This is an optimization exercise on Yosys and OpenROAD, whose aim is small area, a short achievable clock period and few clock cycles per item, not a production implementation. In this exercise RTL edits were held to simulation tests only and were not proved equivalent to the original. Power and IR drop assume default switching activity.

==> design/flow/design.v <==
package tadd_pkg;
    localparam int TOOLS_DEF     = 2;
    localparam int SHIFT_MAX_DEF = 15;
    localparam int CHANNELS      = 7;
    localparam logic [2:0] CH_LOC_X  = 3'd0;
    localparam logic [2:0] CH_LOC_Y  = 3'd1;
    localparam logic [2:0] CH_TILT_X = 3'd2;
    localparam logic [2:0] CH_TILT_Y = 3'd3;
    localparam logic [2:0] CH_PRESS  = 3'd4;
    localparam logic [2:0] CH_Z      = 3'd5;
    localparam logic [2:0] CH_ROT    = 3'd6;
    localparam logic [2:0] CH_UNUSED = 3'd7;
    localparam logic ACT_DELTA = 1'b0;
    localparam logic ACT_LOAD  = 1'b1;
    localparam logic REG_MAX_X = 1'b0;
    localparam logic REG_MAX_Y = 1'b1;
    localparam logic [6:0]  PRESS_BIG = 7'h40;
    localparam logic [15:0] PRESS_MAX = 16'h03ff;
    localparam logic [15:0] TILT_MAX  = 16'h007f;
    localparam logic [15:0] ROT_MAX   = 16'h0e0e;
    localparam logic [15:0] HOLD_VAL  = 16'h0009;
    localparam logic [3:0]  HOLD_CODE = 4'hf;
    typedef logic signed [2:0] shift_chg_t;
    typedef struct packed {
        logic        action;
        logic        tool;
        logic [2:0]  channel;
        logic [4:0]  raw_code;
        logic [15:0] load_value;
        logic [3:0]  load_shift;
    } item_t;
    typedef struct packed {
        logic [15:0] raw;
        logic [3:0]  shift;
        logic        hold;
    } entry_t;
    typedef struct packed {
        logic [15:0] value;
        logic [3:0]  step_out;
        logic        held;
    } result_t;
endpackage
import tadd_pkg::*;
module tadd_update
#(
    parameter int SHIFT_MAX = SHIFT_MAX_DEF
) (
    input  tadd_pkg::item_t       item,
    input  tadd_pkg::entry_t      cur,
    input  logic [15:0] max_x,
    input  logic [15:0] max_y,
    output tadd_pkg::entry_t      nxt,
    output tadd_pkg::result_t     res
);
    localparam int DW = 23;    
    localparam int SW = 25;    
    logic                 is_loc, is_tilt, is_press, is_rot;
    logic [3:0]           mag;
    logic                 neg;
    logic                 big;
    logic [6:0]           base;
    logic [DW-1:0]        delta;
    logic signed [SW-1:0] sum, sum_p;
    logic                 pin, hold_n;
    logic [15:0]          hi, clamped;
    logic [15:0]          rot_w, rot_v;
    tadd_pkg::shift_chg_t           chg;
    logic signed [5:0]    sh_sum;
    logic [3:0]           sh_adapt, sh_load;
    logic [16:0]          avg_sum;
    logic [15:0]          raw_n;
    function automatic logic signed [2:0] loc_change(input logic [3:0] mag);
        if (mag == 4'd0)
            loc_change = -3'sd2;
        else if (mag <= 4'd7)
            loc_change = -3'sd1;
        else if (mag == 4'd15)
            loc_change = 3'sd2;
        else
            loc_change = 3'sd0;
    endfunction
    function automatic logic signed [2:0] tilt_change(input logic [2:0] mag);
        case (mag)
            3'd0:    tilt_change = -3'sd3;
            3'd1:    tilt_change = -3'sd2;
            3'd2:    tilt_change = -3'sd1;
            3'd3:    tilt_change = -3'sd1;
            3'd6:    tilt_change = 3'sd1;
            3'd7:    tilt_change = 3'sd2;
            default: tilt_change = 3'sd0;
        endcase
    endfunction
    function automatic logic signed [2:0] rot_change(input logic [1:0] mag);
        case (mag)
            2'd0:    rot_change = -3'sd1;
            2'd2:    rot_change = 3'sd1;
            2'd3:    rot_change = 3'sd2;
            default: rot_change = 3'sd0;
        endcase
    endfunction
    always_comb
    begin
        is_loc   = 1'b0;
        is_tilt  = 1'b0;
        is_press = 1'b0;
        is_rot   = 1'b0;
        mag      = {1'b0, item.raw_code[2:0]};
        neg      = item.raw_code[3];
        case (item.channel)
            CH_LOC_X, CH_LOC_Y:
            begin
                is_loc = 1'b1;
                mag    = item.raw_code[3:0];
                neg    = item.raw_code[4];
            end
            CH_TILT_X, CH_TILT_Y:
                is_tilt = 1'b1;
            CH_PRESS, CH_Z:
                is_press = 1'b1;
            CH_ROT:
            begin
                is_rot = 1'b1;
                mag    = {2'b00, item.raw_code[1:0]};
                neg    = item.raw_code[2];
            end
            default:
                is_tilt = 1'b0;
        endcase
    end
    assign big   = is_press && (mag == 4'd7);
    assign base  = big ? PRESS_BIG : {3'b000, mag};
    assign delta = DW'(base) << cur.shift;
    assign sum   = neg ? $signed({9'b0, cur.raw}) - $signed({2'b0, delta})
                       : $signed({9'b0, cur.raw}) + $signed({2'b0, delta});
    always_comb
    begin
        pin    = 1'b0;
        hold_n = cur.hold;
        if (is_press)
        begin
            if (cur.hold)
            begin
                if (neg)
                    pin = 1'b1;
                else
                    hold_n = 1'b0;
            end
            else if (item.raw_code[3:0] == HOLD_CODE)
            begin
                pin    = 1'b1;
                hold_n = 1'b1;
            end
        end
    end
    assign sum_p = pin ? $signed({9'b0, HOLD_VAL}) : sum;
    always_comb
    begin
        if (is_loc)
            hi = (item.channel == CH_LOC_X) ? max_x : max_y;
        else if (is_tilt)
            hi = TILT_MAX;
        else
            hi = PRESS_MAX;
        if (sum_p < 0)
            clamped = 16'd0;
        else if (sum_p > $signed({9'b0, hi}))
            clamped = hi;
        else
            clamped = sum_p[15:0];
    end
    assign rot_w = neg ? cur.raw - delta[15:0] : cur.raw + delta[15:0];
    assign rot_v = (rot_w > ROT_MAX) ? ROT_MAX : rot_w;
    always_comb
    begin
        if (is_loc)
            chg = loc_change(mag);
        else if (is_rot)
            chg = rot_change(mag[1:0]);
        else if (big)
            chg = 3'sd0;
        else
            chg = tilt_change(mag[2:0]);
        sh_sum = $signed({2'b00, cur.shift}) + 6'(chg);
        if (sh_sum < 0)
            sh_adapt = 4'd0;
        else if (sh_sum > $signed(6'(SHIFT_MAX)))
            sh_adapt = 4'(SHIFT_MAX);
        else
            sh_adapt = sh_sum[3:0];
        sh_load = (item.load_shift > 4'(SHIFT_MAX)) ? 4'(SHIFT_MAX) : item.load_shift;
    end
    assign avg_sum = {1'b0, clamped} + {1'b0, cur.raw};
    assign raw_n   = is_rot ? rot_v : clamped;
    always_comb
    begin
        if (item.action == ACT_LOAD)
        begin
            nxt.raw   = item.load_value;
            nxt.shift = sh_load;
            nxt.hold  = cur.hold;
            res.value = item.load_value;
        end
        else
        begin
            nxt.raw   = raw_n;
            nxt.shift = sh_adapt;
            nxt.hold  = hold_n;
            res.value = is_loc ? avg_sum[16:1] : raw_n;
        end
        res.step_out = nxt.shift;
        res.held     = nxt.hold;
    end
endmodule
import tadd_pkg::*;
module tablet_adaptive_delta_decoder_unit
#(
    parameter int TOOLS     = TOOLS_DEF,
    parameter int SHIFT_MAX = SHIFT_MAX_DEF
) (
    input  logic        clk,
    input  logic        rst_n,
    input  logic        din_valid,
    output logic        din_ready,
    input  logic        din_action,
    input  logic        din_tool,
    input  logic [2:0]  din_channel,
    input  logic [4:0]  din_raw_code,
    input  logic [15:0] din_load_value,
    input  logic [3:0]  din_load_shift,
    output logic        dout_valid,
    input  logic        dout_ready,
    output logic [15:0] dout_value,
    output logic [3:0]  dout_step_out,
    output logic        dout_held,
    input  logic        psel,
    input  logic        penable,
    input  logic        pwrite,
    input  logic [2:0]  paddr,
    input  logic [31:0] pwdata,
    output logic [31:0] prdata,
    output logic        pready
);
    localparam int DEPTH   = TOOLS * CHANNELS;
    localparam int ENTRY_W = (DEPTH > 1) ? $clog2(DEPTH) : 1;
    logic [15:0] max_x_reg, max_y_reg;
    logic        cfg_wr;
    assign pready = 1'b1;
    assign cfg_wr = psel && penable && pwrite;
    assign prdata = (paddr[2] == REG_MAX_Y) ? {16'd0, max_y_reg} : {16'd0, max_x_reg};
    always_ff @(posedge clk or negedge rst_n)
    begin
        if (!rst_n)
        begin
            max_x_reg <= 16'hffff;
            max_y_reg <= 16'hffff;
        end
        else if (cfg_wr)
        begin
            if (paddr[2] == REG_MAX_X)
                max_x_reg <= pwdata[15:0];
            else
                max_y_reg <= pwdata[15:0];
        end
    end
    tadd_pkg::item_t              in_item;
    logic               in_ok;
    logic [ENTRY_W-1:0] in_entry;
    logic               in_acc;
    assign in_item  = {din_action, din_tool, din_channel, din_raw_code,
                       din_load_value, din_load_shift};
    assign in_ok    = (din_channel != CH_UNUSED) && (32'(din_tool) < TOOLS);
    assign in_entry = ENTRY_W'(din_tool) * ENTRY_W'(CHANNELS) + ENTRY_W'(din_channel);
    assign in_acc   = din_valid && din_ready;
    logic s1_valid_reg, s1_ok_reg, out_valid_reg;
    logic out_free, s1_adv;
    assign out_free   = !out_valid_reg || dout_ready;
    assign s1_adv     = s1_valid_reg && out_free;
    assign din_ready  = !s1_valid_reg || s1_adv;
    always_ff @(posedge clk or negedge rst_n)
    begin
        if (!rst_n)
        begin
            s1_valid_reg  <= 1'b0;
            s1_ok_reg     <= 1'b0;
            out_valid_reg <= 1'b0;
        end
        else
        begin
            if (din_ready)
            begin
                s1_valid_reg <= din_valid;
                s1_ok_reg    <= din_valid && in_ok;
            end
            if (out_free)
                out_valid_reg <= s1_valid_reg;
        end
    end
    tadd_pkg::item_t              s1_item_reg;
    logic [ENTRY_W-1:0] s1_entry_reg;
    always_ff @(posedge clk)
    begin
        if (in_acc)
        begin
            s1_item_reg  <= in_item;
            s1_entry_reg <= in_entry;
        end
    end
    logic [20:0]        mem [DEPTH];    
    tadd_pkg::entry_t             rd_data_reg;
    logic [DEPTH-1:0]   vld_reg;
    logic               rd_vld_reg;
    logic               rd_en, wr_en;
    tadd_pkg::entry_t             wr_data;
    assign rd_en = in_acc && in_ok;
    assign wr_en = s1_adv && s1_ok_reg;
    always_ff @(posedge clk)
    begin
        if (wr_en)
            mem[s1_entry_reg] <= wr_data;
        if (rd_en)
            rd_data_reg <= mem[in_entry];
    end
    always_ff @(posedge clk or negedge rst_n)
    begin
        if (!rst_n)
        begin
            vld_reg    <= '0;
            rd_vld_reg <= 1'b0;
        end
        else
        begin
            if (wr_en)
                vld_reg[s1_entry_reg] <= 1'b1;
            if (rd_en)
                rd_vld_reg <= vld_reg[in_entry];
        end
    end
    logic               byp_valid_reg;
    logic [ENTRY_W-1:0] byp_entry_reg;
    tadd_pkg::entry_t             byp_data_reg;
    tadd_pkg::entry_t             cur_entry;
    always_ff @(posedge clk or negedge rst_n)
    begin
        if (!rst_n)
            byp_valid_reg <= 1'b0;
        else if (wr_en)
            byp_valid_reg <= 1'b1;
    end
    always_ff @(posedge clk)
    begin
        if (wr_en)
        begin
            byp_entry_reg <= s1_entry_reg;
            byp_data_reg  <= wr_data;
        end
    end
    always_comb
    begin
        if (byp_valid_reg && (byp_entry_reg == s1_entry_reg))
            cur_entry = byp_data_reg;
        else if (rd_vld_reg)
            cur_entry = rd_data_reg;
        else
            cur_entry = '0;
    end
    tadd_pkg::result_t upd_res;
    tadd_update #(
        .SHIFT_MAX (SHIFT_MAX)
    ) u_update (
        .item  (s1_item_reg),
        .cur   (cur_entry),
        .max_x (max_x_reg),
        .max_y (max_y_reg),
        .nxt   (wr_data),
        .res   (upd_res)
    );
    tadd_pkg::result_t out_reg;
    always_ff @(posedge clk)
    begin
        if (s1_adv)
            out_reg <= s1_ok_reg ? upd_res : '0;
    end
    assign dout_valid    = out_valid_reg;
    assign dout_value    = out_reg.value;
    assign dout_step_out = out_reg.step_out;
    assign dout_held     = out_reg.held;
endmodule
==> design/flow/run.sh <==
#!/bin/bash
# synth_recipe.tcl (not shown) runs the flow's synth.tcl, then flattens the netlist and writes it again
# the make line also repeats each setting of config.mk as NAME=value (left out here)
make -C /OpenROAD-flow-scripts/flow DESIGN_CONFIG=/design/flow/config.mk WORK_HOME=/design/flow/orfs CLKGATE_MAP_FILE= SYNTH_SCRIPT=/design/flow/synth_recipe.tcl finish
==> design/flow/config.mk <==
export PLATFORM = sky130hd
export DESIGN_NAME = tablet_adaptive_delta_decoder_unit
export DESIGN_NICKNAME = tablet_adaptive_delta_decoder_unit
export VERILOG_FILES = /design/flow/design.v
export SDC_FILE = /design/flow/constraint.sdc
export NUM_CORES = 4
export LEC_CHECK = 0
export CAP_MARGIN = 20
export CORE_MARGIN = 2
export CORE_UTILIZATION = 40
export SLEW_MARGIN = 20
==> design/flow/constraint.sdc <==
create_clock -name core_clock -period 10.0 [get_ports {clk}]
set_input_delay 2.0000 -clock core_clock [delete_from_list [all_inputs] [get_ports {clk}]]
set_output_delay 2.0000 -clock core_clock [all_outputs]
set_load 0.01 [all_outputs]
==> notes.md <==
[cell families (layout without fill, tap and decap cells)]
group / Yosys count / after routing / share of synthesized area [%]
AOI/OAI and AO/OA: 355 / 355 / 10.5
xor gates and xnor gates: 58 / 58 / 2.25
adders and majority gates: 102 / 102 / 5.68
buffers and inverters: 160 / 387 / 2.91
DFF: 445 / 445 / 56.5
muxes: 180 / 180 / 12.9
other: 2 / 18 / 0.0323
and+or+nand+nor: 443 / 443 / 9.20
[layout by cell type, fill, tap and decap left out, drive strengths merged, types with 16 or more instances in the layout]
master,instances
edfxtp,394
nand2,143
buf,136
nor2,119
ha,96
clkdlybuf4s50,91
a21oi,91
mux4,88
mux2,79
inv,74
o21ai,72
clkbuf,64
xnor2,44
nand3,38
dfstp,32
nor2b,29
a211oi,24
nor3,24
a21o,23
dfrtp,19
clkinv,19
o21bai,18
conb,17
nand2b,16
a31oi,16
[metal layers]
metal | GRT usage (%) | wire [um] | share of wire (%) | vias to the layer above
li1 | - | - | - | 7042
met1 | 27.0 | 26100 | 42 | 7715
met2 | 36.0 | 31200 | 50 | 465
met3 | 2.86 | 3030 | 4.9 | 123
met4 | 6.98 | 2190 | 3.5 | 0
met5 | 0 | 0 | 0 | -
[through the flow]
| step | instance area, um^2 | TNS [ns] | power (W) |
|---|---|---|---|
| after global placement | 25900 | 0 | 0.00526 |
| after CTS | 27400 | 0 | 0.00700 |
| after floorplan | 23300 | 0 | 0.00426 |
| after global routing | 27600 | -0.0542 | 0.00743 |
| final | 27600 | 0 | 0.00703 |
| after detailed placement | 25900 | 0 | 0.00530 |
[worst register-to-register path, delay by kind of cell, from the launching register on]
kind / cells / cell delay (ns)
buffers and inverters: 3 / 0.38
AND/OR/NAND/NOR: 7 / 1.08
XOR/XNOR: 2 / 0.30
flip-flops: 1 / 0.51
adder cells (fa/ha/maj): 3 / 1.09
AO/OA/AOI/OAI: 31 / 5.83
[what timing repair did]
item,4_1_cts,5_1_grt
hold buffers,0,0
buffers inserted,0,5
setup endpoints to repair,0,4
gates resized for setup,0,34
[power breakdown]
part	total [W]	switching, W	leakage [nW]	internal, W
clock network	0.00168	0.000735	0.718	0.000942
logic	0.00299	0.00174	5.20	0.00125
registers	0.00236	0.0000585	4.19	0.00230
[area by class of cell]
type / count / area [um^2] / area share, %
Antenna cell: 1 / 2.50 / 0.00906
Tap cell: 765 / 957 / 3.46
Sequential cell: 445 / 13100 / 47.6
Timing Repair Buffer: 227 / 1960 / 7.10
Inverter: 74 / 282 / 1.02
Multi-Input combinational cell: 1155 / 9790 / 35.4
Clock buffer: 64 / 1250 / 4.54
Clock inverter: 22 / 238 / 0.860
[how the worst min path moves through the flow]
| stage | from | endpoint | slack (ns) | depth (start not counted) |
|---|---|---|---|---|
| global placement | vld_reg[13] | vld_reg[13] | 0.45 | 1 |
| finish | vld_reg[13] | vld_reg[13] | 0.47 | 1 |
| floorplan | s1_entry_reg[3] | byp_entry_reg[3] | 0.43 | 0 |
| global route | vld_reg[0] | vld_reg[0] | 0.48 | 1 |
| CTS | vld_reg[13] | vld_reg[13] | 0.47 | 1 |
| detailed placement | vld_reg[13] | vld_reg[13] | 0.46 | 1 |
[synthesized netlist by cell type, types with 12 or more instances]
cell and n:
a21o_1 23, mux2i_1 13, nand2_1 143, inv_1 68, a211oi_1 23, clkbuf_1 53, edfxtp_1 394, buf_1 12
ha_1 96, a31oi_1 13, nor3_1 24, o21ai_0 63, buf_4 18, xor2_1 13, nand3_1 37, mux2_2 79
nor2b_1 29, dfrtp_1 19, a21oi_1 90, dfstp_2 32, mux4_2 88, and2_1 13, xnor2_1 43, nand2b_1 16
nor2_1 117, o21bai_1 18
==> flow_summary.json <==
{
  "status": "timing/DRC/antenna clean",
  "maxSlewViolCount": 0,
  "rr_endpoint": "out_reg[18]",
  "antenna_found_initial": 1,
  "required_ns": 10.35,
  "cap_violations": 0,
  "port_buffers": 92,
  "grt_pass1_wl_um": 94000,
  "drt-total-wl_um": 62500,
  "final_cells": 2753,
  "yosysTopAreaCellShare_pct": 50.9,
  "final.fill_count": 4993,
  "synth-edff-count": 394,
  "rows": 88,
  "syn-instance-count": 1745,
  "via_count": 15300,
  "crit_family": "compound AO/OA/AOI/OAI gates",
  "cts_buffers": 47,
  "min_period_ns": 9.41,
  "ir_worst_vdd_mv": 0.128,
  "synth-seq-cells": 445,
  "gp_congestion": 0.952,
  "dieArea_um2": 60100,
  "routedWlPerCell_um": 22.7,
  "place_inst": 2660,
  "slowest_delay_ns": 0.51,
  "cts_tree": "built",
  "gr-usage-all-layers_pct": 20.8,
  "timing.final.crit_share_pct": 94.1,
  "core_um2": 57600,
  "hold_slack_ns": 0.466,
  "yosysTopAreaCell": "edfxtp_1",
  "power_density_nw_per_um2": 254,
  "drive_gt1_share_pct": 24.4,
  "postSynth.asyncResetShare_pct": 11.5,
  "hp-class": "reg -> reg",
  "finalHoldViolations": 0,
  "synthToLayoutAreaGrowth_pct": 18.8,
  "worstMarginPinSlew_ns": 1.00,
  "insertion_delay_ns": 0.62,
  "htreeDepth": 2,
  "start_util_pct": 40.4,
  "crit_end": "out_reg[18]",
  "syn_area_um2": 23300,
  "reg2reg_depth": 46,
  "clkTransAtPathRegs_ns": 0.07,
  "r2r_start": "s1_entry_reg[3]",
  "ctsLongestPathBuffers": 3,
  "grt_pass1_vias": 15400,
  "dp_hpwl_um": 43300,
  "first_iter_violations": 1156,
  "timing.fmax_mhz": 106,
  "crit_buf_inv": 3,
  "die_h_um": 245,
  "clock_skew_ns": 0.0487,
  "leakagePower_nw": 10.1,
  "worst_slack_ns": 0.588,
  "avgViaCountPerCell": 5.57,
  "critical_path_class": "reg -> reg",
  "pre_cts_ws_ns": 0.0533,
  "grt_max_degree": 57,
  "cts_root_buf": "clkbuf_16",
  "ys_seq_area_share_pct": 56.5,
  "synth_flop_cell": "edfxtp_1",
  "worst_path_max_delay_cell": "edfxtp_1",
  "clock-sinks": 445,
  "drc": 0,
  "cp_max_fo": 7,
  "arrival_ns": 9.76,
  "largest_register_ffs": 294,
  "antenna_left": 0,
  "crit_cells": 46,
  "cp_common_cell": "a21oi_1",
  "reg2reg_setup_slack_ns": 0.59,
  "cp-end-kind": "flip-flop",
  "die_x_um": 245,
  "final_util_pct": 48.0,
  "nets": 2124,
  "synth_cell_types": 94,
  "drt_first_pass_iters": 6,
  "start_kind": "flip-flop",
  "io_pins": 128,
  "relSlewSlack_pct": 33.0,
  "finalSetupViolations": 0,
  "synth_warnings": 2,
  "syn_area_per_cell_um2": 13.3,
  "overflow": 0,
  "netlist_top_cells_area": "edfxtp_1 51%, mux4_2 8.5%, ha_1 5.2%",
  "crit_path_start": "s1_entry_reg[3]"
}
Testbench counts, summed over its fixed seeds: cycles 24,016, items 24,000.

==> static timing again, ports no longer ideal <==
The results above use ideal ports. As a check the final layout listed here was re-extracted and re-timed, cells and wires unchanged.
Step 1: set_driving_cell puts a clkbuf_16 on clk and a buf_2 on each other input, an assumption about the parent block.
Step 2, shift: input delay + t, output delay - t, t = (earliest + latest rising clock arrival at the registers) / 2. This alone moves slack from input paths to output paths.
a / b / c = no drivers / after step 1 / after step 2; a / b = the first two.
t, ns: 0.664
setup WS [ns]: 0.588 / 0.588 / 0.588
hold WS [ns]: 0.466 / 0.466 / 0.466
worst setup path at the end: register to register
After both steps this run still meets setup and hold. For this run, drivers alone change the setup slack by 0.000 ns; drivers and shift together by 0.000 ns.
